Source: an optimization exercise on an open RTL-to-GDS flow (aim: small area). Production flows keep margins and buffers that such runs may drop.
In this exercise RTL edits were held to simulation tests only and were not proved equivalent to the original.
Power is estimated from default activity; no workload was simulated.

[config.mk]
export PLATFORM = sky130hd
export DESIGN_NAME = dht_segment_writer
export DESIGN_NICKNAME = dht_segment_writer
export VERILOG_FILES = /design/flow/design.v
export SDC_FILE = /design/flow/constraint.sdc
export NUM_CORES = 4
export LEC_CHECK = 0
export CAP_MARGIN = 20
export CORE_MARGIN = 2
export CORE_UTILIZATION = 55
export SLEW_MARGIN = 20
export SYNTH_HIERARCHICAL = 1
[constraint.sdc]
create_clock -name core_clock -period 8.0 [get_ports {clk}]
set_input_delay 1.6000 -clock core_clock [delete_from_list [all_inputs] [get_ports {clk}]]
set_output_delay 1.6000 -clock core_clock [all_outputs]
set_load 0.01 [all_outputs]
[design.v]
package jpeg_pkg;
    localparam logic [7:0]  M_PREFIX    = 8'hFF;
    localparam logic [7:0]  M_DHT       = 8'hC4;
    localparam logic [9:0]  DHT_LH_BASE = 10'd19;
endpackage
module dht_segment_writer
#(
    parameter int MAX_SYMS  = 256,
    parameter int SYM_IDX_W = 8
) (
    input  logic                 clk,
    input  logic                 rst_n,
    input  logic                 bits_we,
    input  logic [3:0]           bits_idx,
    input  logic [7:0]           bits_val,
    input  logic                 val_we,
    input  logic [SYM_IDX_W-1:0] val_idx,
    input  logic [7:0]           val_data,
    input  logic                 start,
    input  logic [3:0]           tc,
    input  logic [3:0]           th,
    output logic                 busy,
    output logic                 done,
    output logic                 err,
    output logic                 out_valid,
    input  logic                 out_ready,
    output logic [7:0]           out_data,
    output logic                 out_last,
    output logic                 code_we,
    output logic [7:0]           code_sym,
    output logic [15:0]          code_val,
    output logic [4:0]           code_len
);
    localparam logic [2:0] S_IDLE  = 3'b000;
    localparam logic [2:0] S_ERR   = 3'b001;   
    localparam logic [2:0] S_DONE  = 3'b010;
    localparam logic [2:0] S_CHECK = 3'b011;
    localparam logic [2:0] S_HDR   = 3'b100;
    localparam logic [2:0] S_BITS  = 3'b101;
    localparam logic [2:0] S_VALP  = 3'b110;   
    localparam logic [2:0] S_VALS  = 3'b111;   
    logic [2:0]  st_r, st_nxt;
    logic        cw_r;
    logic [4:0]  p_r, p_nxt;         
    logic [15:0] code_r, code_nxt;   
    logic [1:0]  gm_r, gm_nxt;       
    logic [7:0]  rem_r, rem_nxt;     
    logic [7:0]  vidx_r, vidx_nxt;   
    logic [9:0]  nacc_r, nacc_nxt;   
    logic        bad_r, bad_nxt;
    logic [7:0]  tcth_r;
    logic [7:0]  csym_r;
    logic [7:0]  rd_r;               
    logic [4:0]  clen_r;
    logic        idle_s, chk_s, hs_s, p15_s;
    logic [7:0]  cnt_rd, mem_rd, hdr_s;
    logic [15:0] sum_s, gen_s;
    logic [9:0]  nsum_s, lh_s;
    logic        ovf_s, last_s;
    assign idle_s = ~st_r[2] & ~st_r[1];
    assign chk_s  = (st_r == S_CHECK);
    assign hs_s   = (st_r == S_VALP) & out_ready;
    assign p15_s  = (p_r[3:0] == 4'd15);
    dht_bits_store u_cnt (
        .clk   (clk),
        .rst_n (rst_n),
        .we    (idle_s & bits_we),
        .waddr (bits_idx),
        .wdata (bits_val),
        .raddr (p_r[3:0]),
        .rdata (cnt_rd)
    );
    dht_huffval_store u_mem (
        .clk   (clk),
        .we    (idle_s & val_we),
        .waddr (val_idx),
        .wdata (val_data),
        .raddr (vidx_nxt),
        .rdata (mem_rd)
    );
    assign sum_s  = code_r + (chk_s ? {6'd0, 2'b11, ~cnt_rd} : 16'd0) + 16'd1;
    assign ovf_s  = ~code_r[9] & (sum_s[9] | (sum_s[9:0] == 10'd0));
    assign nsum_s = nacc_r[9] ? nacc_r : ({1'b0, nacc_r[8:0]} + {2'b00, cnt_rd});
    assign lh_s   = jpeg_pkg::DHT_LH_BASE + {1'b0, nacc_r[8:0]};
    assign last_s = (({1'b0, vidx_r} + 9'd1) == nacc_r[8:0]);
    assign gen_s  = gm_r[0] ? {(gm_r[1] ? code_r[14:0] : sum_s[14:0]), 1'b0}
                            : (gm_r[1] ? code_r : sum_s);
    always_comb begin
        case (p_r[2:0])
            3'd0:    hdr_s = jpeg_pkg::M_PREFIX;
            3'd1:    hdr_s = jpeg_pkg::M_DHT;
            3'd2:    hdr_s = {6'd0, lh_s[9:8]};
            3'd3:    hdr_s = lh_s[7:0];
            default: hdr_s = tcth_r;
        endcase
    end
    always_comb begin
        st_nxt   = st_r;
        p_nxt    = p_r;
        code_nxt = code_r;
        gm_nxt   = gm_r;
        rem_nxt  = rem_r;
        vidx_nxt = vidx_r;
        nacc_nxt = nacc_r;
        bad_nxt  = bad_r;
        case (st_r)
            S_IDLE, S_ERR: begin
                if (start) begin
                    st_nxt   = S_CHECK;
                    p_nxt    = 5'd0;
                    code_nxt = 16'd2;
                    nacc_nxt = 10'd0;
                    bad_nxt  = 1'b0;
                end else begin
                    st_nxt = S_IDLE;
                end
            end
            S_CHECK: begin
                p_nxt    = p_r + 5'd1;
                nacc_nxt = nsum_s;
                bad_nxt  = bad_r | ovf_s;
                if (!code_r[9]) code_nxt = {6'd0, sum_s[8:0], 1'b0};
                if (p15_s) begin
                    p_nxt = 5'd0;
                    if (bad_nxt || (nsum_s == 10'd0) || nsum_s[9]
                        || (nsum_s[8] && (nsum_s[7:0] != 8'd0)))
                        st_nxt = S_ERR;
                    else
                        st_nxt = S_HDR;
                end
            end
            S_HDR: begin
                if (out_ready) begin
                    p_nxt = p_r + 5'd1;
                    if (p_r[2:0] == 3'd4) begin
                        st_nxt = S_BITS;
                        p_nxt  = 5'd0;
                    end
                end
            end
            S_BITS: begin
                if (p_r[3:0] == 4'd0) rem_nxt = cnt_rd;
                if (out_ready) begin
                    p_nxt = p_r + 5'd1;
                    if (p15_s) begin
                        p_nxt    = 5'd1;
                        code_nxt = 16'hFFFF;
                        vidx_nxt = 8'd0;
                        if (rem_r != 8'd0) begin
                            st_nxt = S_VALP;
                            gm_nxt = 2'b00;
                        end else begin
                            st_nxt = S_VALS;
                            gm_nxt = 2'b01;
                        end
                    end
                end
            end
            S_VALP: begin
                if (out_ready) begin
                    vidx_nxt = vidx_r + 8'd1;
                    code_nxt = gen_s;
                    if (last_s) begin
                        st_nxt = S_DONE;
                    end else if (rem_r == 8'd1) begin
                        gm_nxt   = 2'b01;
                        p_nxt    = p_r + 5'd1;
                        rem_nxt  = cnt_rd;
                        if (cnt_rd == 8'd0) st_nxt = S_VALS;
                    end else begin
                        gm_nxt   = 2'b00;
                        rem_nxt  = rem_r - 8'd1;
                    end
                end
            end
            S_VALS: begin
                code_nxt = gen_s;
                if (rem_r == 8'd0) begin
                    gm_nxt   = 2'b11;
                    p_nxt    = p_r + 5'd1;
                    rem_nxt  = cnt_rd;
                end else begin
                    gm_nxt = 2'b10;
                    st_nxt = S_VALP;
                end
            end
            default: begin   
                st_nxt = S_IDLE;
            end
        endcase
    end
    always_ff @(posedge clk or negedge rst_n) begin
        if (!rst_n) begin
            st_r <= S_IDLE;
            cw_r <= 1'b0;
        end else begin
            st_r <= st_nxt;
            cw_r <= hs_s;
        end
    end
    always_ff @(posedge clk) begin
        p_r    <= p_nxt;
        code_r <= code_nxt;
        gm_r   <= gm_nxt;
        rem_r  <= rem_nxt;
        vidx_r <= vidx_nxt;
        nacc_r <= nacc_nxt;
        bad_r  <= bad_nxt;
        if (idle_s && start) tcth_r <= {tc, th};
        rd_r   <= mem_rd;
        csym_r <= rd_r;
        clen_r <= p_r;
    end
    assign busy      = st_r[2] | (st_r[1] & st_r[0]);
    assign done      = (st_r == S_DONE);
    assign err       = (st_r == S_ERR);
    assign out_valid = st_r[2] & ~(st_r[1] & st_r[0]);
    assign out_data  = st_r[1] ? rd_r : (st_r[0] ? cnt_rd : hdr_s);
    assign out_last  = st_r[2] & st_r[1] & last_s;
    assign code_we   = cw_r;
    assign code_sym  = csym_r;
    assign code_val  = code_r;
    assign code_len  = clen_r;
endmodule
module dht_huffval_store (
    input  logic       clk,
    input  logic       we,
    input  logic [7:0] waddr,
    input  logic [7:0] wdata,
    input  logic [7:0] raddr,
    output logic [7:0] rdata
);
    logic [15:0]  whi, wlo, rhi, rlo;
    logic [7:0]   mgrp [16];
    logic [7:0]   mq [256];
    always_comb begin
        for (int i = 0; i < 16; i++) begin
            whi[i] = we && (waddr[7:4] == 4'(i));
            wlo[i] = (waddr[3:0] == 4'(i));
            rhi[i] = (raddr[7:4] == 4'(i));
            rlo[i] = (raddr[3:0] == 4'(i));
        end
    end
    for (genvar i = 0; i < 256; i++) begin : g_mem
        always_ff @(posedge clk) begin
            if (whi[i / 16] && wlo[i % 16]) mq[i] <= wdata;
        end
    end
    always_comb begin
        rdata = 8'd0;
        for (int j = 0; j < 16; j++) begin
            mgrp[j] = 8'd0;
            for (int k = 0; k < 16; k++) mgrp[j] = mgrp[j] | (mq[16 * j + k] & {8{rlo[k]}});
            rdata = rdata | (mgrp[j] & {8{rhi[j]}});
        end
    end
endmodule
module dht_bits_store (
    input  logic       clk,
    input  logic       rst_n,
    input  logic       we,
    input  logic [3:0] waddr,
    input  logic [7:0] wdata,
    input  logic [3:0] raddr,
    output logic [7:0] rdata
);
    logic [15:0][7:0] cnt_r;
    always_ff @(posedge clk or negedge rst_n) begin
        if (!rst_n) begin
            cnt_r <= '0;
        end else if (we) begin
            cnt_r[waddr] <= wdata;
        end
    end
    assign rdata = cnt_r[raddr];
endmodule
[flow/run.sh]
#!/bin/bash
# Standard ORFS layout with two changes: port buffers use the smallest buffer cell, and
# clock tree synthesis uses clkbuf_8 sink clusters without dummy load cells.
set -euo pipefail
export BUFFER_PORTS_ARGS="-buffer_cell sky130_fd_sc_hd__buf_1"
export CTS_ARGS="-sink_clustering_enable -repair_clock_nets -dont_use_dummy_load -buf_list sky130_fd_sc_hd__clkbuf_8 -sink_clustering_size 14 -sink_clustering_max_diameter 70"
bash standard.sh > standard.log 2>&1
[standard.sh]
#!/bin/bash
# synth_recipe.tcl (not shown) runs the flow's synth.tcl, then flattens the netlist and writes it again
# the make line also repeats each setting of config.mk as NAME=value (left out here)
make -C /OpenROAD-flow-scripts/flow DESIGN_CONFIG=/design/flow/config.mk WORK_HOME=/design/flow/orfs CLKGATE_MAP_FILE= SYNTH_SCRIPT=/design/flow/synth_recipe.tcl "${@:-finish}"
==> summary.md, run 1 <==
| Metric | Value |
|---|---|
| Critical path required time | `8810 ps` |
| Routed length per placed instance | `34.05 µm` |
| Syn_nets | `5252` |
| Top Ports | `85` |
| Worst relative slew slack | `0.1662` |
| CTS-repair resized insts | `0` |
| Clk slew on worst S/H paths | `90 ps` |
| Worst Path Buf+Inv | `4` |
| Fraction of layout cells with a size suffix above 1 | `0.1023` |
| Status | `no timing/DRC/antenna violations` |
| RSZ-0062 raised after global routing | `no` |
| Hold Crit Class | `flop to flop` |
| Family with the most delay on the worst path | `simple AND/OR/NAND/NOR gates` |
| Yosys top cell by area | `edfxtp_1` |
| Core Footprint | `156600 µm²` |
| # rows | `145` |
| Post-synthesis sequential area ratio | `0.7694` |
| Primary FF master, synth | `edfxtp_1` |
| PortBufs | `84` |
| Syn Inst Count | `5178` |
| Mean post-synth cell area | `16.79 µm²` |
| Clock network power share | `0.255` |
| Top post-synthesis cells by area | `edfxtp_1 72%, a22oi_1 5.2%, dfrtp_1 3.8%` |
| CP cell instances | `buf_4, nand2_1, nor2_1, nand2_1, inv_1, nand2_1, o21ai_4, buf_4, nor4bb_4, buf_12, a22o_1, a221oi_1, nand4_1, a22oi_1, nand4_1, or4_1` |
| Int Power | `16.01 mW` |
| Multi-input gate area | `18670 µm²` |
| Most numerous cell in the Yosys netlist | `edfxtp_1` |
| Via density | `6.896` |
| Final Max Tran Viols | `0` |
| Worst-path maximum fanout | `70` |
| ANT nets after route | `0` |
| EDFF count, synth | `2098` |
| Synth Area in Adders | `0.004779` |
| Most frequent CP cell | `nand2_1` |
| Die X | `401.6 µm` |
| Setup crit start kind | `flop` |
| Final net count | `5295` |
| Hold Worst Slack | `390.8 ps` |
| Tot GR Track Use | `0.3039` |
| Combinational fraction of design power | `0.153` |
| Post-synthesis compound-gate area fraction | `0.1226` |
| Clock Root Buffer | `clkbuf_8` |
| Final WL | `247900 µm` |
| Setup slack after layout | `1677 ps` |
| Slowest CP cell | `o21ai_4` |
| CTS tree | `built` |
| H-tree levels | `4` |
| Vias in the first global route | `48480` |
| Asr flop ratio synth | `0.05843` |
| Worst setup EP type | `flop` |
| Final number of setup-violating endpoints | `0` |
| Worst-skew pair later-pin latency | `950 ps` |
| Net switching power | `5.983 mW` |
| P_leak | `28.74 nW` |
| Synth warn | `11` |
| Final period utilization | `0.7904` |
| Synth cell types | `95` |
| Antenna violations before repair | `9` |
| Post-route DRC | `0` |
| Worst Tran Pin Value | `1241 ps` |
| Post-Synth XOR/XNOR Area | `0.004332` |
| Seq pwr share | `0.593` |
| Setup TNS | `0 ps` |
| Clock skew | `100.5 ps` |
| Register Area | `66880 µm²` |
| Post-place setup slack | `1455 ps` |
| Final hold vios | `0` |
| Vias | `50210` |
| Sink Count | `2259` |
| Area Growth Syn to Fin | `6.145%` |
| Die height | `401.6 µm` |
| Die Area | `161200 µm²` |
| First-pass GRT wire length | `354500 µm` |
| Grt total ovfl | `0` |
| Top cells by count, synth | `2098 x edfxtp_1, 602 x a22oi_1, 352 x nor2_1` |
| Detailed Place HPWL | `148600 µm` |
| Largest net degree at the start of global routing | `168` |
| Critical Path Max Stage Delay | `760 ps` |
| Multiplexer share of the synthesized area | `0.02941` |
| Placed Cells | `7091` |
| Max-cap viol count | `0` |
| P per Cell Area | `238.3 nW/µm²` |
| Yosys top cell area share | `0.7247` |
| Sw frac | `0.2721` |
| Fillers | `11790` |
| Pwr Total | `21.99 mW` |
| Synth Area in Simple Gates | `0.05069` |
| CP arrival | `7140 ps` |
| Max VDD drop | `0.2463 mV` |
| Layout Cells excl Fill | `7281` |
| Mapped Area | `86930 µm²` |
| Crit Path Category | `flop to flop` |
| DRT iter0 DRCs | `6934` |
| CTS Buf Count | `184` |
| Routability Congestion | `0.8880` |
| Longest Clk Path Bufs | `3` |
| Setup bufs post-CTS | `0` |
| #FFs+latches synth | `2259` |
| Crit path time final | `6323 ps` |
| Largest family of logic cells by synthesized area | `compound AO/OA/AOI/OAI gates` |
| Peak Freq | `158.2 MHz` |
| Cts hold-fix bufs | `0` |
| Initial DRT Pass Iterations | `8` |
| Starting density of the core | `0.5552` |
power by group through the flow:
stage	clock network, mW	logic (mW)	registers (mW)
floorplan	0	1.77	13.3
global placement	0	3.30	13.3
detailed placement	0	3.32	13.3
CTS	5.67	3.33	13.0
global route	6.05	3.51	13.0
finish	5.60	3.36	13.0
final timing paths:
path	cells after the start	slack, ps	end	start
setup / recovery	16	1680	rd_r[3]	st_r[2]
hold / removal	0	390	clen_r[4]	p_r[4]
setup reg to reg	16	1680	rd_r[3]	st_r[2]
hold reg to reg	0	390	clen_r[4]	p_r[4]
max in group asynchronous	2	5770	u_cnt.cnt_r[55]	rst_n
min in group asynchronous	1	850	u_cnt.cnt_r[23]	rst_n
logic make-up (layout without fill, tap and decap cells):
group	Yosys count	in the layout
buffers and inverters	369	410
adders and majority gates	32	32
other	0	4
AOI/OAI and AO/OA	1381	1381
DFF	2259	2259
xor gates and xnor gates	43	43
and+or+nand+nor	896	896
muxes	198	198
registers in the layout, summed over array words and instances, names as in the netlist:
register / count
csym_r: 8
cw_r: 1
st_r: 3
tcth_r: 8
rem_r: 8
code_r: 16
nacc_r: 10
u_cnt.cnt_r: 128
rd_r: 8
clen_r: 5
vidx_r: 8
p_r: 5
gm_r: 2
bad_r: 1
u_mem.mq: 2048
cell type report:
cell class                 instances  share of cell area
clock buffer                     184             0.02745
timing repair buffer             190             0.01582
multi-input combinational       2550              0.2024
tap                             2058             0.02791
sequential                      2259              0.7249
antenna                            4           0.0001085
inverter                          36            0.001465
placed cells by master, fill, tap and decap left out, types with 10 or more instances in the layout:
cell / instances
nand4_1: 92
buf_12: 22
xor2_1: 14
o2bb2ai_1: 49
or4_1: 13
nand2_1: 113
a21oi_1: 48
nand2b_1: 14
o21ai_0: 155
a21boi_0: 10
a221oi_1: 139
edfxtp_1: 2098
dfxtp_1: 29
buf_4: 84
buf_1: 75
ha_1: 30
nor3_1: 24
a22o_1: 128
nor2b_1: 21
and2_1: 15
mux2i_1: 45
xnor2_1: 29
nor2_1: 346
o22a_1: 14
dfrtp_1: 132
o31ai_1: 14
a222oi_1: 67
a22oi_1: 602
a32o_1: 11
a221oi_2: 12
and3_1: 12
mux4_2: 32
nand3_1: 151
inv_1: 35
mux2_2: 115
a211oi_1: 10
o22ai_1: 14
clkbuf_8: 184
o221ai_1: 36
Yosys stat by module (local to each module, per instance):
module / cells inside / cell area (µm²) / flops+latches / copies in the design
dht_bits_store: 403 / 5994 / 128 / 1
dht_segment_writer: 609 / 5488 / 83 / 1
dht_huffval_store: 4166 / 75450 / 2048 / 1
per-stage QoR:
step | util | cell area, µm²
2_1_floorplan | - | 86930
3_3_place_gp | 0.5726 | 89650
3_5_place_dp | 0.5727 | 89660
4_1_cts | 0.5889 | 92200
6_report | 0.5893 | 92270
5_1_grt | 0.5893 | 92270
metal layers:
layer  global-route usage  wire length (µm)
met1               0.4312            100300
met2               0.4827            117800
met3              0.05744             22290
met4              0.09017              7518
met5                    0                36
==> inputs of run 2 (changes only) <==
--- a/config.mk
+++ b/config.mk
@@ -9,3 +9,3 @@
 export CORE_MARGIN = 2
-export CORE_UTILIZATION = 55
+export CORE_UTILIZATION = 40
 export SLEW_MARGIN = 20
==> run 2 against run 1 <==
Effect of this change:
- core utilization shrank 16 points
- sequential share of layout area shrank 0.74 points
- largest cell class unchanged
- still clean
- clock power is essentially flat
- register-to-register slack lost 350 ps
- clock-buffer cell count shrank 4
- clock skew shrank 11 ps
- die area grew 37%
- critical path depth shrank 1
==> summary.md, run 2 <==
| Metric | Value |
|---|---|
| Status | `no timing/DRC/antenna violations (unchanged)` |
| Detailed Place HPWL | `150900 µm (was 148600 µm)` |
| Syn_nets | `5252 (unchanged)` |
| Final period utilization | `0.8340 (was 0.7904)` |
| CP arrival | `7500 ps (was 7140 ps)` |
| Vias in the first global route | `48300 (was 48480)` |
| RSZ-0062 raised after global routing | `no (unchanged)` |
| Mapped Area | `86930 µm² (unchanged)` |
| Placed inst area | `90650 µm² (was 89660 µm²)` |
| DRT iter0 DRCs | `6997 (was 6934)` |
| Worst relative slew slack | `0.2243 (was 0.1662)` |
| Die height | `470.2 µm (was 401.6 µm)` |
| Max VDD drop | `0.1959 mV (was 0.2463 mV)` |
| Most frequent cells in the layout | `2098 x edfxtp_1, 602 x a22oi_1, 346 x nor2_1 (unchanged)` |
| Clock Root Buffer | `clkbuf_8 (unchanged)` |
| Critical path origin | `p_r[2] (was st_r[2])` |
| CTS Buf Count | `180 (was 184)` |
| Largest net degree at the start of global routing | `202 (was 168)` |
| CTS-repair resized insts | `0 (unchanged)` |
| Setup TNS | `0 ps (unchanged)` |
| Crit Path Category | `flop to flop (unchanged)` |
| Longest Clk Path Bufs | `3 (unchanged)` |
| Fraction of layout cells with a size suffix above 1 | `0.1013 (was 0.1023)` |
| Mean post-synth cell area | `16.79 µm² (unchanged)` |
| Max reg flops | `2048 (unchanged)` |
| Post-route design area | `93220 µm² (was 92270 µm²)` |
| Worst-skew pair later-pin latency | `990 ps (was 950 ps)` |
| Routed length per placed instance | `30.66 µm (was 34.05 µm)` |
| Final WL | `247700 µm (was 247900 µm)` |
| CTS tree | `built (unchanged)` |
| Final Core Density | `0.4305 (was 0.5893)` |
| Grt total ovfl | `0 (unchanged)` |
| Setup bufs post-CTS | `0 (unchanged)` |
| Routability Congestion | `0.8578 (was 0.8880)` |
| #FFs+latches synth | `2259 (unchanged)` |
| Tot GR Track Use | `0.2177 (was 0.3039)` |
| Worst Tran Pin Value | `1159 ps (was 1241 ps)` |
| Vias | `50110 (was 50210)` |
| PortBufs | `84 (unchanged)` |
| Final net count | `5290 (was 5295)` |
| Clock skew | `89.09 ps (was 100.5 ps)` |
| Biggest regs | `u_mem.mq: 2048 flops, u_cnt.cnt_r: 128 flops, code_r: 16 flops (unchanged)` |
| Largest Register | `u_mem.mq (unchanged)` |
| Reg-to-reg startpoint | `p_r[2] (was st_r[2])` |
| Synth warn | `11 (unchanged)` |
| Pwr Total | `22.04 mW (was 21.99 mW)` |
| Starting density of the core | `0.4015 (was 0.5552)` |
| Top post-synthesis cells by area | `edfxtp_1 72%, a22oi_1 5.2%, dfrtp_1 3.8% (unchanged)` |
| H-tree levels | `4 (unchanged)` |
| Max-cap viol count | `0 (unchanged)` |
| Syn Inst Count | `5178 (unchanged)` |
| Critical path required time | `8830 ps (was 8810 ps)` |
| Final number of setup-violating endpoints | `0 (unchanged)` |
| Peak Freq | `149.9 MHz (was 158.2 MHz)` |
| Worst-path maximum fanout | `126 (was 70)` |
| Top cells by count, synth | `2098 x edfxtp_1, 602 x a22oi_1, 352 x nor2_1 (unchanged)` |
| Worst setup EP type | `flop (unchanged)` |
| Fillers | `19070 (was 11790)` |
| Leading cell type in the layout, fill and taps excluded | `edfxtp_1 (unchanged)` |
| Most numerous cell in the Yosys netlist | `edfxtp_1 (unchanged)` |
| Die X | `470.2 µm (was 401.6 µm)` |
| Synth cell types | `95 (unchanged)` |
| Clk slew on worst S/H paths | `90 ps (about the same)` |
| Hold Path Origin | `p_r[4] (unchanged)` |
| P per Cell Area | `236.5 nW/µm² (was 238.3 nW/µm²)` |
| Crit path time final | `6672 ps (was 6323 ps)` |
| First-pass GRT wire length | `352800 µm (was 354500 µm)` |
| Yosys top cell by area | `edfxtp_1 (unchanged)` |
| Top Ports | `85 (unchanged)` |
| Sink Count | `2259 (unchanged)` |
| Final hold vios | `0 (unchanged)` |
| Hold Worst Slack | `407.8 ps (was 390.8 ps)` |
| Post-synthesis sequential area ratio | `0.7694 (unchanged)` |
| Yosys top cell area share | `0.7247 (unchanged)` |
| Asr flop ratio synth | `0.05843 (unchanged)` |
| Hold Crit Class | `flop to flop (unchanged)` |
| Primary FF master, synth | `edfxtp_1 (unchanged)` |
| Initial DRT Pass Iterations | `8 (unchanged)` |
| Cts hold-fix bufs | `0 (unchanged)` |
| Final Max Tran Viols | `0 (unchanged)` |
| Die Area | `221100 µm² (was 161200 µm²)` |
| # rows | `171 (was 145)` |
| EDFF count, synth | `2098 (unchanged)` |
| ANT nets after route | `0 (unchanged)` |
| Core Footprint | `216500 µm² (was 156600 µm²)` |
| Via density | `6.201 (was 6.896)` |
| Area Growth Syn to Fin | `7.236% (was 6.145%)` |
| Setup crit start kind | `flop (unchanged)` |
| Post-route DRC | `0 (unchanged)` |
| P_leak | `28.71 nW (was 28.74 nW)` |
| Antenna violations before repair | `15 (was 9)` |
run 2: cell count changes in the layout (fill, tap and decap cells not counted), moves of 4 or more:
cell and change:
diode_2 +8, nand2_1 +5, nand2_2 -5, clkbuf_8 -4, nor3_1 -4, nor3_2 +4
run 2: cells by family after synthesis:
family / after synthesis / synth area share
compound gates: 1381 / 0.1226
xor+xnor: 43 / 0.004332
fa+ha+maj: 32 / 0.004779
buf+inv: 369 / 0.01877
flops: 2259 / 0.7694
mux: 198 / 0.02941
simple gates: 896 / 0.05069
run 2: critical path, stage by stage, from the launching register on:
cell	delay, ps
edfxtp_1	840
nand3_1	470
o21ai_0	340
nand3_1	330
o21ai_0	300
o41ai_2	150
buf_12	210
buf_4	340
nor4bb_4	230
buf_12	260
a22o_1	410
a221oi_2	240
o221ai_1	250
o21ai_0	610
nand4_1	510
or4_1	650
run 2: per-layer routing:
layer / vias up / routed length (µm) / track usage
li1: 21170 / - / -
met1: 25960 / 102000 / 0.3061
met2: 2546 / 114400 / 0.3373
met3: 427 / 22600 / 0.04371
met4: 4 / 8786 / 0.07631
met5: - / 23 / 0
run 2: cell type report:
class | instances | area, µm² | share of cell area
Tap cell | 2854 | 3571 | 0.03831
Inverter | 36 | 135.1 | 0.001450
Antenna cell | 12 | 30.03 | 0.0003221
Clock buffer | 180 | 2477 | 0.02658
Timing Repair Buffer | 189 | 1440 | 0.01545
Multi-Input combinational cell | 2550 | 18680 | 0.2004
Sequential cell | 2259 | 66880 | 0.7175
run 2: Yosys stat by module, one instance, submodules excluded:
| module | copies in the design | area, µm² |
|---|---|---|
| dht_segment_writer | 1 | 5488 |
| dht_huffval_store | 1 | 75450 |
| dht_bits_store | 1 | 5994 |
run 2: final timing paths:
kind / to / cells past startpoint / slack [ps]
worst max-delay path: rd_r[4] / 15 / 1330
worst min-delay path: clen_r[4] / 0 / 410
worst min register to register: clen_r[4] / 0 / 410
min in group asynchronous: u_cnt.cnt_r[35] / 1 / 800
max in group asynchronous: st_r[2] / 3 / 5990
worst max register to register: rd_r[4] / 15 / 1330
run 2: report_power, final:
group          internal (mW)  leakage, nW  switching (mW)
logic                   1.01         6.49            2.40
clock network           2.01         1.29            3.57
registers               12.9         20.9           0.103
run 2: metrics by stage:
stage               worst slack, ps  cells
floorplan                      3283   5178
global placement               1514   7886
detailed placement             1417   7886
CTS                            1861   8066
global route                   1488   8073
finish                         1328   8080
==> inputs of run 3 (changes only) <==
--- a/config.mk
+++ b/config.mk
@@ -7,6 +7,7 @@
 export LEC_CHECK = 0
-export CAP_MARGIN = 20
+export CAP_MARGIN = 10
 export CORE_MARGIN = 2
 export CORE_UTILIZATION = 40
-export SLEW_MARGIN = 20
+export GPL_TIMING_DRIVEN = 0
+export SLEW_MARGIN = 10
 export SYNTH_HIERARCHICAL = 1
==> run 3 against run 2 <==
Effect of this change:
- die area stayed put
- cell area up 1.5%
- highest routed layer unchanged
- clock skew rose by 3.5 ps
- fmax decreased by 14%
- now fails the layout checks on capacitance limit, slew limit
- critical path depth up 2
- first-iteration DRC count is 31% higher
- non-clock buffer count up 295
- sequential share of layout area is 1.1 points lower
- cell count grew 3.7%
- synthesized cell count stayed put
- global-route usage rose by 3.2 points
- sequential cell count unchanged
==> summary.md, run 3 <==
| Metric | Value |
|---|---|
| Status | `complete, but fails checks (was no timing/DRC/antenna violations)` |
| SO Faults | `capacitance limit, slew limit` |
| Biggest regs | `u_mem.mq: 2048 flops, u_cnt.cnt_r: 128 flops, code_r: 16 flops (unchanged)` |
| RSZ-0062 raised after global routing | `no (unchanged)` |
| Cts hold-fix bufs | `0 (unchanged)` |
| Post-place setup slack | `353.8 ps (was 1417 ps)` |
| # rows | `171 (unchanged)` |
| Final period utilization | `0.9700 (was 0.8340)` |
| Largest net degree at the start of global routing | `58 (was 202)` |
| Synth warn | `11 (unchanged)` |
| Clock Root Buffer | `clkbuf_8 (unchanged)` |
| H-tree levels | `4 (unchanged)` |
| Hold Path Origin | `rd_r[6] (was p_r[4])` |
| Post-route DRC | `0 (unchanged)` |
| R2R Setup Slk | `240 ps (was 1330 ps)` |
| Final net count | `5587 (was 5290)` |
| Vias | `53490 (was 50110)` |
| CP cell instances | `clkbuf_1, clkbuf_1, nand2_1, nor2_1, nand2_1, o21ai_0, buf_4, buf_6, nor4_1, buf_2, buf_1, clkbuf_1, a22oi_1, nand4_1, o21ai_0, nand4_1, or4_1 (was nand3_1, o21ai_0, nand3_1, o21ai_0, o41ai_2, buf_12, buf_4, nor4bb_4, buf_12, a22o_1, a221oi_2, o221ai_1, o21ai_0, nand4_1, or4_1)` |
| Max VDD drop | `0.1808 mV (was 0.1959 mV)` |
| EDFF count, synth | `2098 (unchanged)` |
| Final hold vios | `0 (unchanged)` |
| Hold Crit Class | `flop to flop (unchanged)` |
| Worst setup EP type | `flop (unchanged)` |
| Mean post-synth cell area | `16.79 µm² (unchanged)` |
| Longest Clk Path Bufs | `3 (unchanged)` |
| Worst-skew pair later-pin latency | `970 ps (was 990 ps)` |
| End point of the critical path | `rd_r[4] (unchanged)` |
| First-pass GRT wire length | `391100 µm (was 352800 µm)` |
| Initial DRT Pass Iterations | `7 (was 8)` |
| Top post-synthesis cells by area | `edfxtp_1 72%, a22oi_1 5.2%, dfrtp_1 3.8% (unchanged)` |
| Layout Cells excl Fill | `8381 (was 8080)` |
| CTS-repair resized insts | `0 (unchanged)` |
| CTS Buf Count | `182 (was 180)` |
| Antenna violations before repair | `32 (was 15)` |
| Clk slew on worst S/H paths | `90 ps (about the same)` |
| Die X | `470.2 µm (unchanged)` |
| Final number of setup-violating endpoints | `0 (unchanged)` |
| R2R cell count | `17 (was 15)` |
| Asr flop ratio synth | `0.05843 (unchanged)` |
| Top Ports | `85 (unchanged)` |
| Detailed Place HPWL | `197500 µm (was 150900 µm)` |
| Post-synthesis sequential area ratio | `0.7694 (unchanged)` |
| P_leak | `29.51 nW (was 28.71 nW)` |
| Setup bufs post-CTS | `0 (unchanged)` |
| Tot GR Track Use | `0.2493 (was 0.2177)` |
| Max-cap viol count | `3 (was 0)` |
| Worst Path Buf+Inv | `7 (was 3)` |
| Vias in the first global route | `50750 (was 48300)` |
| Via density | `6.382 (was 6.201)` |
| Worst path depth | `17 (was 15)` |
| CTS tree | `built (unchanged)` |
| Reg2reg end | `rd_r[4] (unchanged)` |
| Primary FF master, synth | `edfxtp_1 (unchanged)` |
| Setup slack after layout | `239.6 ps (was 1328 ps)` |
| Yosys top cell area share | `0.7247 (unchanged)` |
| Final WL | `283100 µm (was 247700 µm)` |
| Max reg flops | `2048 (unchanged)` |
| Critical path required time | `8790 ps (was 8830 ps)` |
| Peak Freq | `128.9 MHz (was 149.9 MHz)` |
| Starting density of the core | `0.4015 (unchanged)` |
| #FFs+latches synth | `2259 (unchanged)` |
| Slowest CP cell | `o21ai_0 (was edfxtp_1)` |
| Worst Tran Pin Value | `1553 ps (was 1159 ps)` |
| Die Area | `221100 µm² (unchanged)` |
| Sink Count | `2259 (unchanged)` |
| Grt total ovfl | `0 (unchanged)` |
| Setup crit start kind | `flop (unchanged)` |
| Fillers | `19010 (was 19070)` |
| Crit path time final | `7760 ps (was 6672 ps)` |
| Critical Path Max Stage Delay | `1070 ps (was 840 ps)` |
| PortBufs | `84 (unchanged)` |
| Most frequent CP cell | `clkbuf_1 (was o21ai_0)` |
| Most numerous cell in the Yosys netlist | `edfxtp_1 (unchanged)` |
| Synth cell types | `95 (unchanged)` |
| Fraction of layout cells with a size suffix above 1 | `0.1051 (was 0.1013)` |
| CP arrival | `8550 ps (was 7500 ps)` |
| Worst-path maximum fanout | `10 (was 126)` |
| Top cells by count, synth | `2098 x edfxtp_1, 602 x a22oi_1, 352 x nor2_1 (unchanged)` |
| Die height | `470.2 µm (unchanged)` |
| ANT nets after route | `0 (unchanged)` |
| Leading cell type in the layout, fill and taps excluded | `edfxtp_1 (unchanged)` |
| Largest Register | `u_mem.mq (unchanged)` |
| Clock skew | `92.63 ps (was 89.09 ps)` |
| P per Cell Area | `239.5 nW/µm² (was 236.5 nW/µm²)` |
| Family with the most delay on the worst path | `buffers and inverters (was compound AO/OA/AOI/OAI gates)` |
| Most frequent cells in the layout | `2098 x edfxtp_1, 602 x a22oi_1, 350 x nor2_1 (was 2098 x edfxtp_1, 602 x a22oi_1, 346 x nor2_1)` |
| Syn_nets | `5252 (unchanged)` |
| Crit Path Category | `flop to flop (unchanged)` |
| Mapped Area | `86930 µm² (unchanged)` |
| Final Max Tran Viols | `33 (was 0)` |
| Worst relative slew slack | `-0.03549 (was 0.2243)` |
| Reg-to-reg startpoint | `st_r[1] (was p_r[2])` |
| Yosys top cell by area | `edfxtp_1 (unchanged)` |
| Core Footprint | `216500 µm² (unchanged)` |
| Syn Inst Count | `5178 (unchanged)` |
| Placed Cells | `8180 (was 7886)` |
| Area Growth Syn to Fin | `8.861% (was 7.236%)` |
| Routability Congestion | `0.9482 (was 0.8578)` |
| DRT iter0 DRCs | `9167 (was 6997)` |
| Critical path origin | `st_r[1] (was p_r[2])` |
| Routed length per placed instance | `33.78 µm (was 30.66 µm)` |
-- run 3: cell counts after synthesis --
Identical to the previous run, type by type.
-- run 3: modules after synthesis (local to each module, per instance) --
module / flops+latches / cells / cell area [µm²]
dht_bits_store: 128 / 403 / 5994
dht_huffval_store: 2048 / 4166 / 75450
dht_segment_writer: 83 / 609 / 5488
-- run 3: routing by layer --
metal,global-route usage,vias up,wire length [µm]
li1,-,21750,-
met1,0.3412,27490,109800
met2,0.3745,3595,125900
met3,0.06998,621,34470
met4,0.1028,26,12560
met5,0,-,393
-- run 3: worst register-to-register path: stages, from the launching register on --
cell	delay, ps
dfrtp_1	330
clkbuf_1	280
clkbuf_1	450
nand2_1	130
nor2_1	270
nand2_1	350
o21ai_0	1080
buf_4	330
buf_6	160
nor4_1	60
buf_2	290
buf_1	510
clkbuf_1	610
a22oi_1	370
nand4_1	190
o21ai_0	710
nand4_1	640
or4_1	840
-- run 3: layout make-up --
type	count	area, µm²	area share
multi-input cells	2550	18470	0.1952
clock buffers	182	2505	0.02647
repair buffers	151	1504	0.01589
diodes	16	40.04	0.0004231
flip-flops and latches	2259	66880	0.7068
plain buffers	333	1521	0.01608
inverters	36	135.1	0.001428
well taps	2854	3571	0.03774
-- run 3: power breakdown --
group	total [mW]	switching, mW	internal, mW
clock network	5.69	3.66	2.03
logic	3.98	2.92	1.06
registers	13.0	0.0530	12.9
total	22.7	6.63	16.0
-- run 3: logic make-up (layout without fill, tap and decap cells) --
kind of cell | count (synthesis) | in the layout | synth area share
buffers and inverters | 369 | 702 | 0.01877
muxes | 198 | 198 | 0.02941
xor gates and xnor gates | 43 | 43 | 0.004332
other | 0 | 16 | 0
and+or+nand+nor | 896 | 896 | 0.05069
adders and majority gates | 32 | 32 | 0.004779
AOI/OAI and AO/OA | 1381 | 1381 | 0.1226
DFF | 2259 | 2259 | 0.7694
-- run 3: metrics by stage --
stage          cell area (µm²)  setup TNS (ps)  power, mW  utilization  hold WS (ps)
2_1_floorplan            86930               0      15.03            -         330.8
3_3_place_gp             90810        -7238890      17.07       0.4194         373.8
3_5_place_dp             92050               0      17.07       0.4251         380.3
4_1_cts                  94550               0      22.50       0.4367         372.4
5_1_grt                  94610               0      23.15       0.4369         380.0
6_report                 94630               0      22.66       0.4370         372.4
-- run 3: worst min path at each step --
stage          cells after the start   endpoint  slack, ps
6_report                           0  csym_r[6]        370
5_1_grt                            0  csym_r[6]        380
4_1_cts                            0  csym_r[6]        370
3_5_place_dp                       0  csym_r[5]        380
3_3_place_gp                       0  csym_r[7]        370
2_1_floorplan                      0  csym_r[0]        330
==> inputs of run 4 (changes only) <==
--- a/design.v
+++ b/design.v
@@ -232,4 +232,4 @@
 );
-    logic [15:0]  whi, wlo, rhi, rlo;
-    logic [7:0]   mgrp [16];
+    logic [15:0]  nwhi, nwlo, nrhi, nrlo;   
+    logic [255:0] wsel, rsel;
     logic [7:0]   mq [256];
@@ -237,6 +237,6 @@
         for (int i = 0; i < 16; i++) begin
-            whi[i] = we && (waddr[7:4] == 4'(i));
-            wlo[i] = (waddr[3:0] == 4'(i));
-            rhi[i] = (raddr[7:4] == 4'(i));
-            rlo[i] = (raddr[3:0] == 4'(i));
+            nwhi[i] = ~(we && (waddr[7:4] == 4'(i)));
+            nwlo[i] = ~(waddr[3:0] == 4'(i));
+            nrhi[i] = ~(raddr[7:4] == 4'(i));
+            nrlo[i] = ~(raddr[3:0] == 4'(i));
         end
@@ -244,15 +244,65 @@
     for (genvar i = 0; i < 256; i++) begin : g_mem
+        dht_g_nor2 u_wsel (.a(nwhi[i / 16]), .b(nwlo[i % 16]), .y(wsel[i]));
+        dht_g_nor2 u_rsel (.a(nrhi[i / 16]), .b(nrlo[i % 16]), .y(rsel[i]));
         always_ff @(posedge clk) begin
-            if (whi[i / 16] && wlo[i % 16]) mq[i] <= wdata;
+            if (wsel[i]) mq[i] <= wdata;
         end
     end
-    always_comb begin
-        rdata = 8'd0;
-        for (int j = 0; j < 16; j++) begin
-            mgrp[j] = 8'd0;
-            for (int k = 0; k < 16; k++) mgrp[j] = mgrp[j] | (mq[16 * j + k] & {8{rlo[k]}});
-            rdata = rdata | (mgrp[j] & {8{rhi[j]}});
+    for (genvar b = 0; b < 8; b++) begin : g_bit
+        logic [85:0] n1;
+        logic [21:0] p2;
+        logic [5:0]  p3;
+        logic [1:0]  p4;
+        for (genvar g = 0; g < 85; g++) begin : g_l1
+            dht_g_aoi222 u (
+                .a0 (mq[3 * g][b]),     .s0 (rsel[3 * g]),
+                .a1 (mq[3 * g + 1][b]), .s1 (rsel[3 * g + 1]),
+                .a2 (mq[3 * g + 2][b]), .s2 (rsel[3 * g + 2]),
+                .y  (n1[g])
+            );
+        end
+        dht_g_nand2 u_l1_last (.a(mq[255][b]), .b(rsel[255]), .y(n1[85]));
+        for (genvar g = 0; g < 21; g++) begin : g_l2
+            dht_g_nand4 u (.a(n1[4 * g]), .b(n1[4 * g + 1]), .c(n1[4 * g + 2]), .d(n1[4 * g + 3]), .y(p2[g]));
+        end
+        dht_g_nand2 u_l2_last (.a(n1[84]), .b(n1[85]), .y(p2[21]));
+        for (genvar g = 0; g < 5; g++) begin : g_l3
+            dht_g_or4 u (.a(p2[4 * g]), .b(p2[4 * g + 1]), .c(p2[4 * g + 2]), .d(p2[4 * g + 3]), .y(p3[g]));
         end
+        assign p3[5] = p2[20] | p2[21];
+        dht_g_or4 u_l4 (.a(p3[0]), .b(p3[1]), .c(p3[2]), .d(p3[3]), .y(p4[0]));
+        assign p4[1] = p3[4] | p3[5];
+        assign rdata[b] = p4[0] | p4[1];
     end
 endmodule
+module dht_g_aoi222 (
+    input  logic a0, s0, a1, s1, a2, s2,
+    output logic y
+);
+    assign y = ~((a0 & s0) | (a1 & s1) | (a2 & s2));
+endmodule
+module dht_g_nand2 (
+    input  logic a, b,
+    output logic y
+);
+    assign y = ~(a & b);
+endmodule
+module dht_g_nand4 (
+    input  logic a, b, c, d,
+    output logic y
+);
+    assign y = ~(a & b & c & d);
+endmodule
+module dht_g_nor2 (
+    input  logic a, b,
+    output logic y
+);
+    assign y = ~(a | b);
+endmodule
+module dht_g_or4 (
+    input  logic a, b, c, d,
+    output logic y
+);
+    assign y = a | b | c | d;
+endmodule
 module dht_bits_store (
@@ -266,11 +316,52 @@
 );
-    logic [15:0][7:0] cnt_r;
-    always_ff @(posedge clk or negedge rst_n) begin
-        if (!rst_n) begin
-            cnt_r <= '0;
-        end else if (we) begin
-            cnt_r[waddr] <= wdata;
+    logic [15:0] wsel, nwsel, rsel;
+    logic [7:0]  cnt_r [16];
+    logic [7:0]  cnt_d [16];
+    always_comb begin
+        for (int k = 0; k < 16; k++) begin
+            wsel[k]  = we && (waddr == 4'(k));
+            nwsel[k] = ~wsel[k];
+            rsel[k]  = (raddr == 4'(k));
+        end
+    end
+    for (genvar k = 0; k < 16; k++) begin : g_ent
+        for (genvar b = 0; b < 8; b++) begin : g_bit
+            dht_g_ao22 u_hold (.a0(cnt_r[k][b]), .s0(nwsel[k]), .a1(wdata[b]), .s1(wsel[k]), .y(cnt_d[k][b]));
+        end
+        always_ff @(posedge clk or negedge rst_n) begin
+            if (!rst_n) begin
+                cnt_r[k] <= 8'd0;
+            end else begin
+                cnt_r[k] <= cnt_d[k];
+            end
         end
     end
-    assign rdata = cnt_r[raddr];
+    for (genvar b = 0; b < 8; b++) begin : g_rd
+        logic [5:0] n1;
+        logic [1:0] p2;
+        for (genvar g = 0; g < 5; g++) begin : g_l1
+            dht_g_aoi222 u (
+                .a0 (cnt_r[3 * g][b]),     .s0 (rsel[3 * g]),
+                .a1 (cnt_r[3 * g + 1][b]), .s1 (rsel[3 * g + 1]),
+                .a2 (cnt_r[3 * g + 2][b]), .s2 (rsel[3 * g + 2]),
+                .y  (n1[g])
+            );
+        end
+        dht_g_nand2 u_l1_last (.a(cnt_r[15][b]), .b(rsel[15]), .y(n1[5]));
+        dht_g_nand3 u_l2_0 (.a(n1[0]), .b(n1[1]), .c(n1[2]), .y(p2[0]));
+        dht_g_nand3 u_l2_1 (.a(n1[3]), .b(n1[4]), .c(n1[5]), .y(p2[1]));
+        assign rdata[b] = p2[0] | p2[1];
+    end
+endmodule
+module dht_g_ao22 (
+    input  logic a0, s0, a1, s1,
+    output logic y
+);
+    assign y = (a0 & s0) | (a1 & s1);
+endmodule
+module dht_g_nand3 (
+    input  logic a, b, c,
+    output logic y
+);
+    assign y = ~(a & b & c);
 endmodule
==> flow/run.sh (replaced) <==
#!/bin/bash
# Standard ORFS layout with two changes: port buffers use the smallest buffer cell, and
# clock tree synthesis uses clkbuf_8 sink clusters without dummy load cells.
set -euo pipefail
export BUFFER_PORTS_ARGS="-buffer_cell sky130_fd_sc_hd__buf_1"
export CTS_ARGS="-sink_clustering_enable -repair_clock_nets -dont_use_dummy_load -buf_list sky130_fd_sc_hd__clkbuf_16 -sink_clustering_size 26 -sink_clustering_max_diameter 90"
bash standard.sh > standard.log 2>&1
--- a/config.mk
+++ b/config.mk
@@ -7,7 +7,6 @@
 export LEC_CHECK = 0
-export CAP_MARGIN = 10
+export CAP_MARGIN = 20
 export CORE_MARGIN = 2
 export CORE_UTILIZATION = 40
-export GPL_TIMING_DRIVEN = 0
-export SLEW_MARGIN = 10
+export SLEW_MARGIN = 20
 export SYNTH_HIERARCHICAL = 1
==> run 4 against run 3 <==
Effect of this change:
- the run now finishes clean
- core utilization decreased by 0.15 points
- combinational power decreased by 19%
- cell count down 9.7%
- fmax increased by 14%
- die area shrank 4.4%
- first-iteration DRC count rose by 18%
- global-route usage shrank 2.4 points
- cell area is 4.8% lower
- clock power decreased by 2%
- sequential share of layout area is 3.6 points higher
- worst setup slack improved by 930 ps
- routed wire length shrank 13%
- largest cell class unchanged
- largest power group unchanged
- highest routed layer unchanged
==> summary.md, run 4 <==
| Metric | Value |
|---|---|
| Status | `no timing/DRC/antenna violations (was complete, but fails checks)` |
| Crit Path Category | `flop to flop (unchanged)` |
| Layout Cells excl Fill | `7564 (was 8381)` |
| Final period utilization | `0.8543 (was 0.9700)` |
| Top cells by count, synth | `2098 x edfxtp_1, 720 x a222oi_1, 604 x nor2_1 (was 2098 x edfxtp_1, 602 x a22oi_1, 352 x nor2_1)` |
| Final Max Tran Viols | `0 (was 33)` |
| Reg2reg end | `rd_r[4] (unchanged)` |
| Max VDD drop | `0.1967 mV (was 0.1808 mV)` |
| End point of the critical path | `rd_r[4] (unchanged)` |
| Combinational fraction of design power | `0.143 (was 0.176)` |
| Setup bufs post-CTS | `0 (unchanged)` |
| Critical Path Max Stage Delay | `790 ps (was 1070 ps)` |
| CTS Buf Count | `99 (was 182)` |
| Hold Crit Class | `flop to flop (unchanged)` |
| Vias | `50560 (was 53490)` |
| Clock Root Buffer | `clkbuf_16 (was clkbuf_8)` |
| Tot GR Track Use | `0.2249 (was 0.2493)` |
| # rows | `167 (was 171)` |
| Synth cell types | `85 (was 95)` |
| Max-cap viol count | `0 (was 3)` |
| H-tree levels | `3 (was 4)` |
| R2R cell count | `15 (was 17)` |
| Yosys top cell area share | `0.7584 (was 0.7247)` |
| CTS-repair resized insts | `0 (unchanged)` |
| ANT nets after route | `0 (unchanged)` |
| Most frequent cells in the layout | `2098 x edfxtp_1, 720 x a222oi_1, 603 x nor2_1 (was 2098 x edfxtp_1, 602 x a22oi_1, 350 x nor2_1)` |
| Final WL | `245900 µm (was 283100 µm)` |
| P_leak | `27.63 nW (was 29.51 nW)` |
| Seq pwr share | `0.610 (was 0.573)` |
| Primary FF master, synth | `edfxtp_1 (unchanged)` |
| Biggest regs | `u_mem.mq: 2048 flops, u_cnt.cnt_r: 128 flops, code_r: 16 flops (unchanged)` |
| Clk slew on worst S/H paths | `100 ps (was 90 ps)` |
| Placed Cells | `7456 (was 8180)` |
| Slowest CP cell | `nand2_2 (was o21ai_0)` |
| Post-route DRC | `0 (unchanged)` |
| Cts hold-fix bufs | `0 (unchanged)` |
| CTS tree | `built (unchanged)` |
| Int Power | `16.74 mW (was 16.03 mW)` |
| CP cell instances | `buf_4, nand2_1, nor2_1, nand2_1, inv_1, nand2_1, o21ai_1, nor2_1, nand2_2, nor2_1, a222oi_1, nand4_1, or4_1, or4_1, or4_1 (was clkbuf_1, clkbuf_1, nand2_1, nor2_1, nand2_1, o21ai_0, buf_4, buf_6, nor4_1, buf_2, buf_1, clkbuf_1, a22oi_1, nand4_1, o21ai_0, nand4_1, or4_1)` |
| Via density | `6.684 (was 6.382)` |
| Routed length per placed instance | `32.51 µm (was 33.78 µm)` |
| RSZ-0062 raised after global routing | `no (unchanged)` |
| P per Cell Area | `251.3 nW/µm² (was 239.5 nW/µm²)` |
| Final hold vios | `0 (unchanged)` |
| Clock network power share | `0.247 (was 0.251)` |
| Sink Count | `2259 (unchanged)` |
| Setup slack after layout | `1165 ps (was 239.6 ps)` |
| Final number of setup-violating endpoints | `0 (unchanged)` |
| Max reg flops | `2048 (unchanged)` |
| Post-place setup slack | `539.2 ps (was 353.8 ps)` |
| Final net count | `4925 (was 5587)` |
| CP arrival | `7470 ps (was 8550 ps)` |
| R2R Setup Slk | `1170 ps (was 240 ps)` |
| Die X | `459.7 µm (was 470.2 µm)` |
| Vias in the first global route | `46970 (was 50750)` |
| PortBufs | `84 (unchanged)` |
| Initial DRT Pass Iterations | `14 (was 7)` |
| Worst relative slew slack | `0.1815 (was -0.03549)` |
| Register Area | `66880 µm² (unchanged)` |
| Area Growth Syn to Fin | `8.452% (was 8.861%)` |
| Top post-synthesis cells by area | `edfxtp_1 76%, a222oi_1 8.7%, dfrtp_1 4.0% (was edfxtp_1 72%, a22oi_1 5.2%, dfrtp_1 3.8%)` |
| Syn Inst Count | `4601 (was 5178)` |
| Die height | `459.7 µm (was 470.2 µm)` |
| Die Area | `211300 µm² (was 221100 µm²)` |
| Peak Freq | `146.3 MHz (was 128.9 MHz)` |
| Fillers | `17900 (was 19010)` |
| Post-synthesis sequential area ratio | `0.8051 (was 0.7694)` |
| Fraction of layout cells with a size suffix above 1 | `0.05731 (was 0.1051)` |
| Leading cell type in the layout, fill and taps excluded | `edfxtp_1 (unchanged)` |
| First-pass GRT wire length | `347100 µm (was 391100 µm)` |
| Top Ports | `85 (unchanged)` |
| Antenna violations before repair | `22 (was 32)` |
| Pwr Total | `22.64 mW (was 22.66 mW)` |
| DRT iter0 DRCs | `10780 (was 9167)` |
| Asr flop ratio synth | `0.05843 (unchanged)` |
| Routability Congestion | `0.9451 (was 0.9482)` |
| Detailed Place HPWL | `157700 µm (was 197500 µm)` |
| Largest Register | `u_mem.mq (unchanged)` |
| Setup TNS | `0 ps (unchanged)` |
| Reg-to-reg startpoint | `st_r[2] (was st_r[1])` |
| Critical path required time | `8640 ps (was 8790 ps)` |
| Starting density of the core | `0.4016 (was 0.4015)` |
| Most numerous cell in the Yosys netlist | `edfxtp_1 (unchanged)` |
| Crit path time final | `6835 ps (was 7760 ps)` |
| Clock skew | `82.59 ps (was 92.63 ps)` |
| Longest Clk Path Bufs | `3 (unchanged)` |
| Syn_nets | `4673 (was 5252)` |
| Critical path origin | `st_r[2] (was st_r[1])` |
| Mean post-synth cell area | `18.06 µm² (was 16.79 µm²)` |
| Multi-input gate area | `16010 µm² (was 18470 µm²)` |
| Setup crit start kind | `flop (unchanged)` |
| Yosys top cell by area | `edfxtp_1 (unchanged)` |
| EDFF count, synth | `2098 (unchanged)` |
| Worst setup EP type | `flop (unchanged)` |
| Worst Tran Pin Value | `1228 ps (was 1553 ps)` |
| Sw frac | `0.2608 (was 0.2927)` |
| Worst-path maximum fanout | `17 (was 10)` |
| Largest net degree at the start of global routing | `197 (was 58)` |
| Final Core Density | `0.4355 (was 0.4370)` |
| Net switching power | `5.906 mW (was 6.633 mW)` |
| Mapped Area | `83070 µm² (was 86930 µm²)` |
| Synth warn | `14 (was 11)` |
| Worst-skew pair later-pin latency | `770 ps (was 970 ps)` |
| Core Footprint | `206900 µm² (was 216500 µm²)` |
| #FFs+latches synth | `2259 (unchanged)` |
| Grt total ovfl | `0 (unchanged)` |
==> run 4: power groups by stage <==
| stage | sequential [mW] | combinational [mW] | clock [mW] |
|---|---|---|---|
| 3_5_place_dp | 14.1 | 3.20 | 0 |
| 3_3_place_gp | 14.1 | 3.14 | 0 |
| 5_1_grt | 13.9 | 3.52 | 6.04 |
| 4_1_cts | 13.8 | 3.21 | 5.68 |
| 2_1_floorplan | 13.9 | 2.01 | 0 |
| 6_report | 13.8 | 3.24 | 5.59 |
==> run 4: final cells by class <==
type                            instances  share of cell area
Clock buffer                           99             0.02750
Sequential cell                      2259              0.7424
Multi-Input combinational cell       2276              0.1776
Timing Repair Buffer                  185             0.01333
Tap cell                             2704             0.03755
Inverter                               32            0.001361
Antenna cell                            9           0.0002500
==> run 4: how the worst min path moves through the flow <==
| stage | cells past startpoint | slack (ps) | from | to |
|---|---|---|---|---|
| after global routing | 0 | 430 | p_r[4] | clen_r[4] |
| final | 0 | 400 | p_r[4] | clen_r[4] |
| after CTS | 0 | 400 | p_r[4] | clen_r[4] |
| after global placement | 0 | 370 | p_r[4] | clen_r[4] |
| after floorplan | 0 | 330 | rd_r[3] | csym_r[3] |
| after detailed placement | 0 | 380 | p_r[4] | clen_r[4] |
==> run 4: per-layer routing <==
metal  vias to the layer above  GRT usage  wire [µm]
met5                         -          0        104
met4                        14    0.07399       9355
met3                       457    0.04601      29490
met2                      3554     0.3422     110500
met1                     25950     0.3234      96440
li1                      20580          -          -
==> run 4: kinds of logic (layout without fill, tap and decap cells) <==
family	count (synthesis)	count (layout)	share of synthesized area
DFF	2259	2259	0.8051
and+or+nand+nor	1163	1163	0.06669
AOI/OAI and AO/OA	1031	1031	0.1141
buffers and inverters	66	316	0.003705
xor gates and xnor gates	43	43	0.004533
adders and majority gates	30	30	0.004699
muxes	9	9	0.001130
other	0	9	0
==> run 4: per-module statistics from Yosys, one instance, submodules excluded, a selection <==
| module | flip-flops and latches | cell area [µm²] |
|---|---|---|
| dht_g_aoi222 | 0 | 10.01 |
| dht_g_ao22 | 0 | 8.758 |
| dht_g_or4 | 0 | 7.507 |
| dht_g_nand4 | 0 | 6.256 |
| dht_g_nand3 | 0 | 5.005 |
| dht_g_nand2 | 0 | 3.754 |
==> run 4: per-stage QoR <==
step	hold WS, ps	instance area, µm²
after floorplan	325.7	83070
after global placement	368.1	87530
after detailed placement	376.1	87590
after CTS	399.9	90070
after global routing	427.1	90080
final	398.9	90100
==> run 4: worst max-delay path, delay by kind of cell, from the launching register on <==
| family | cells | cell delay, ps |
|---|---|---|
| AO/OA/AOI/OAI | 2 | 1170 |
| flip-flops | 1 | 340 |
| AND/OR/NAND/NOR | 11 | 4720 |
| buffers and inverters | 2 | 450 |
==> inputs of run 5 (changes only) <==
==> flow/run.sh (replaced) <==
#!/bin/bash
# Standard ORFS layout with two changes: port buffers use the smallest buffer cell, and
# clock tree synthesis uses clkbuf_8 sink clusters without dummy load cells.
set -euo pipefail
export BUFFER_PORTS_ARGS="-buffer_cell sky130_fd_sc_hd__buf_1"
export CTS_ARGS="-sink_clustering_enable -repair_clock_nets -dont_use_dummy_load -buf_list sky130_fd_sc_hd__clkbuf_4 -sink_clustering_size 8 -sink_clustering_max_diameter 50"
bash standard.sh > standard.log 2>&1
==> run 5 against run 4 <==
Effect of this change:
- critical endpoint unchanged
- fmax increased by 2.3%
- sequential cell count stayed put
- cell count is 3.3% higher
- cell area rose by 0.13%
- sequential share of layout area fell by 0.10 points
- register-to-register slack better by 160 ps
- critical path depth stayed put
- first-iteration DRC count increased by 0.96%
- combinational power about the same
- still clean on timing, DRC and antenna
- hold slack got worse by 35 ps
- clock skew rose by 76 ps
- routed wire length grew 1.8%
==> summary.md, run 5 <==
| Metric | Value |
|---|---|
| PortBufs | `84 (unchanged)` |
| Peak Freq | `149.7 MHz (was 146.3 MHz)` |
| Top Ports | `85 (unchanged)` |
| Top cells by count, synth | `2098 x edfxtp_1, 720 x a222oi_1, 604 x nor2_1 (unchanged)` |
| Setup slack after layout | `1322 ps (was 1165 ps)` |
| P per Cell Area | `251.3 nW/µm² (about the same)` |
| Worst-skew pair later-pin latency | `1320 ps (was 770 ps)` |
| Cts hold-fix bufs | `0 (unchanged)` |
| Max reg flops | `2048 (unchanged)` |
| Most frequent cells in the layout | `2098 x edfxtp_1, 720 x a222oi_1, 603 x nor2_1 (unchanged)` |
| CTS Buf Count | `337 (was 99)` |
| Final Max Tran Viols | `0 (unchanged)` |
| Sink Count | `2259 (unchanged)` |
| DRT iter0 DRCs | `10880 (was 10780)` |
| Post-place setup slack | `539.2 ps (unchanged)` |
| Crit path time final | `6678 ps (was 6835 ps)` |
| Max-cap viol count | `0 (unchanged)` |
| Biggest regs | `u_mem.mq: 2048 flops, u_cnt.cnt_r: 128 flops, code_r: 16 flops (unchanged)` |
| H-tree levels | `5 (was 3)` |
| CTS-repair resized insts | `0 (unchanged)` |
| Final hold vios | `0 (unchanged)` |
| CP arrival | `7830 ps (was 7470 ps)` |
| Crit Path Category | `flop to flop (unchanged)` |
| Grt total ovfl | `0 (unchanged)` |
| Final WL | `250200 µm (was 245900 µm)` |
| Setup crit start kind | `flop (unchanged)` |
| Syn Inst Count | `4601 (unchanged)` |
| Clock Root Buffer | `clkbuf_4 (was clkbuf_16)` |
| Synth warn | `14 (unchanged)` |
| Routability Congestion | `0.9451 (unchanged)` |
| Setup TNS | `0 ps (unchanged)` |
| Routed length per placed instance | `32.02 µm (was 32.51 µm)` |
| Largest Register | `u_mem.mq (unchanged)` |
| Mean post-synth cell area | `18.06 µm² (unchanged)` |
| Die Area | `211300 µm² (unchanged)` |
| Tot GR Track Use | `0.2297 (was 0.2249)` |
| Final number of setup-violating endpoints | `0 (unchanged)` |
| Setup bufs post-CTS | `0 (unchanged)` |
| CTS tree | `built (unchanged)` |
| Antenna violations before repair | `21 (was 22)` |
| Vias in the first global route | `48820 (was 46970)` |
| Via density | `6.653 (was 6.684)` |
| Worst-path maximum fanout | `12 (was 17)` |
| Yosys top cell by area | `edfxtp_1 (unchanged)` |
| Synth Area in Simple Gates | `0.06669 (unchanged)` |
| Synth cell types | `85 (unchanged)` |
| Status | `no timing/DRC/antenna violations (unchanged)` |
| Primary FF master, synth | `edfxtp_1 (unchanged)` |
| Final period utilization | `0.8347 (was 0.8543)` |
| Asr flop ratio synth | `0.05843 (unchanged)` |
| #FFs+latches synth | `2259 (unchanged)` |
| Starting density of the core | `0.4016 (unchanged)` |
| # rows | `167 (unchanged)` |
| Initial DRT Pass Iterations | `15 (was 14)` |
| Clk slew on worst S/H paths | `90 ps (was 100 ps)` |
| Top post-synthesis cells by area | `edfxtp_1 76%, a222oi_1 8.7%, dfrtp_1 4.0% (unchanged)` |
| Post-synthesis sequential area ratio | `0.8051 (unchanged)` |
| Clock skew | `158.9 ps (was 82.59 ps)` |
| Final net count | `5165 (was 4925)` |
| Worst relative slew slack | `0.1549 (was 0.1815)` |
| Post-Synth XOR/XNOR Area | `0.004533 (unchanged)` |
| Leading cell type in the layout, fill and taps excluded | `edfxtp_1 (unchanged)` |
| ANT nets after route | `0 (unchanged)` |
| Synth Area in Adders | `0.004699 (unchanged)` |
| Syn_nets | `4673 (unchanged)` |
| Vias | `52000 (was 50560)` |
| P_leak | `27.98 nW (was 27.63 nW)` |
| Multiplexer share of the synthesized area | `0.001130 (unchanged)` |
| Critical path required time | `9150 ps (was 8640 ps)` |
| Worst Tran Pin Value | `1268 ps (was 1228 ps)` |
| Area Growth Syn to Fin | `8.598% (was 8.452%)` |
| Post-route DRC | `0 (unchanged)` |
| Mapped Area | `83070 µm² (unchanged)` |
| First-pass GRT wire length | `354400 µm (was 347100 µm)` |
| Hold Crit Class | `primary input to async pin (was flop to flop)` |
| RSZ-0062 raised after global routing | `no (unchanged)` |
| Fraction of layout cells with a size suffix above 1 | `0.1017 (was 0.05731)` |
| Post-synthesis compound-gate area fraction | `0.1141 (unchanged)` |
| Largest family of logic cells by synthesized area | `compound AO/OA/AOI/OAI gates (unchanged)` |
| Largest net degree at the start of global routing | `197 (unchanged)` |
| Worst setup EP type | `flop (unchanged)` |
| Max VDD drop | `0.2006 mV (was 0.1967 mV)` |
| Detailed Place HPWL | `157700 µm (unchanged)` |
| Longest Clk Path Bufs | `4 (was 3)` |
| EDFF count, synth | `2098 (unchanged)` |
| Core Footprint | `206900 µm² (unchanged)` |
| Yosys top cell area share | `0.7584 (unchanged)` |
| Die height | `459.7 µm (unchanged)` |
| Most numerous cell in the Yosys netlist | `edfxtp_1 (unchanged)` |
| Die X | `459.7 µm (unchanged)` |
[run 5: cell counts after synthesis]
No cell type changed its count.
[run 5: final timing paths]
check | start | end | slack, ps | cells after the start
max | p_r[0] | rd_r[4] | 1320 | 15
min | rst_n | u_cnt.cnt_r[5][0] | 360 | 1
max reg2reg | p_r[0] | rd_r[4] | 1320 | 15
min reg2reg | p_r[4] | clen_r[4] | 390 | 0
max in group asynchronous | rst_n | u_cnt.cnt_r[7][0] | 6370 | 2
min in group core_clock | p_r[4] | clen_r[4] | 390 | 0
[run 5: modules after synthesis (local to each module, per instance)]
module              cell area [µm²]  times used  cells inside  flip-flops and latches
dht_bits_store                 3605           1           206                     128
dht_g_ao22                    8.758         128             1                       0
dht_g_aoi222                  10.01         720             1                       0
dht_g_nand2                   3.754          24             1                       0
dht_g_nand3                   5.005          16             1                       0
dht_g_nand4                   6.256         168             1                       0
dht_g_nor2                    3.754         512             1                       0
dht_g_or4                     7.507          48             1                       0
dht_huffval_store             62040           1          2150                    2048
dht_segment_writer             5603           1           629                      83
[run 5: area by class of cell]
class,count,area [µm²]
clock buffer,337,2530
fill,18030,116600
antenna,21,52.55
tap,2704,3383
multi-input combinational,2276,16010
sequential,2259,66880
timing repair buffer,187,1240
inverter,32,122.6
[run 5: critical path, cell delays in order (launching register included)]
cell and delay (ps):
edfxtp_1 680, ha_1 260, and3_1 240, inv_1 140, o21ai_0 210, nand3_1 330
a22o_1 490, nor2b_1 270, nand3_2 610, buf_4 450, nor2_1 230, a222oi_1 660
nand4_1 300, or4_1 790, or4_1 480, or4_1 420
[run 5: kinds of logic after synthesis]
group	Yosys count
DFF	2259
and+or+nand+nor	1163
muxes	9
adders and majority gates	30
AOI/OAI and AO/OA	1031
buffers and inverters	66
xor gates and xnor gates	43
[run 5: power breakdown]
group	internal, mW	switching, mW
logic	1.14	2.11
clock network	1.94	3.67
registers	13.4	0.427
[run 5: per-stage QoR]
step	power [mW]	hold WS, ps	utilization	instances	area (µm²)
after floorplan	15.90	325.7	-	4601	83070
after global placement	17.21	368.1	0.4231	7453	87530
after detailed placement	17.26	376.1	0.4234	7456	87590
after CTS	22.75	222.6	0.4356	7793	90120
after global routing	23.57	279.0	0.4360	7805	90190
final	22.67	364.3	0.4361	7816	90220
[run 5: layer usage]
layer  part of all wire  global-route usage
met2               0.45              0.3408
met3               0.12             0.05469
met5           0.000052                   0
met4              0.037             0.08927
met1               0.39              0.3272

==> separate check: timing with driven ports <==
The results above use ideal ports. As a check the final layouts listed here were re-extracted and re-timed, cells and wires unchanged.
Step 1 assumes that a clkbuf_16 drives the clock port and a buf_2 every other input.
Step 2, shift: input delay + t, output delay - t, t = (earliest + latest rising clock arrival at the registers) / 2. This alone moves slack from input paths to output paths.
a / b / c = ideal ports / drivers / drivers and shift; a / b = the first two.
run | shift t [ns] | setup WS [ns] | worst setup path at the end | latest minus earliest clock arrival (ns) | worst data-port slew with drivers (ns)
run 1 | 1.000 | 1.677 / 1.677 / 1.149 | input to register | 0.121 / 0.121 | 0.18
run 2 | 1.028 | 1.328 / 1.328 / 1.048 | input to register | 0.098 / 0.098 | 0.17
run 3 | 1.012 | 0.240 / 0.240 / -0.102 | input to register | 0.108 / 0.109 | 0.13
run 4 | 0.832 | 1.165 / 1.165 / 0.599 | input to register | 0.105 / 0.105 | 0.15
run 5 | 1.328 | 1.322 / 1.322 / 0.697 | input to register | 0.188 / 0.188 | 0.15
The setup slack of run 5, which loses most, moves by 0.000 ns with the drivers and by -0.625 ns with both steps.
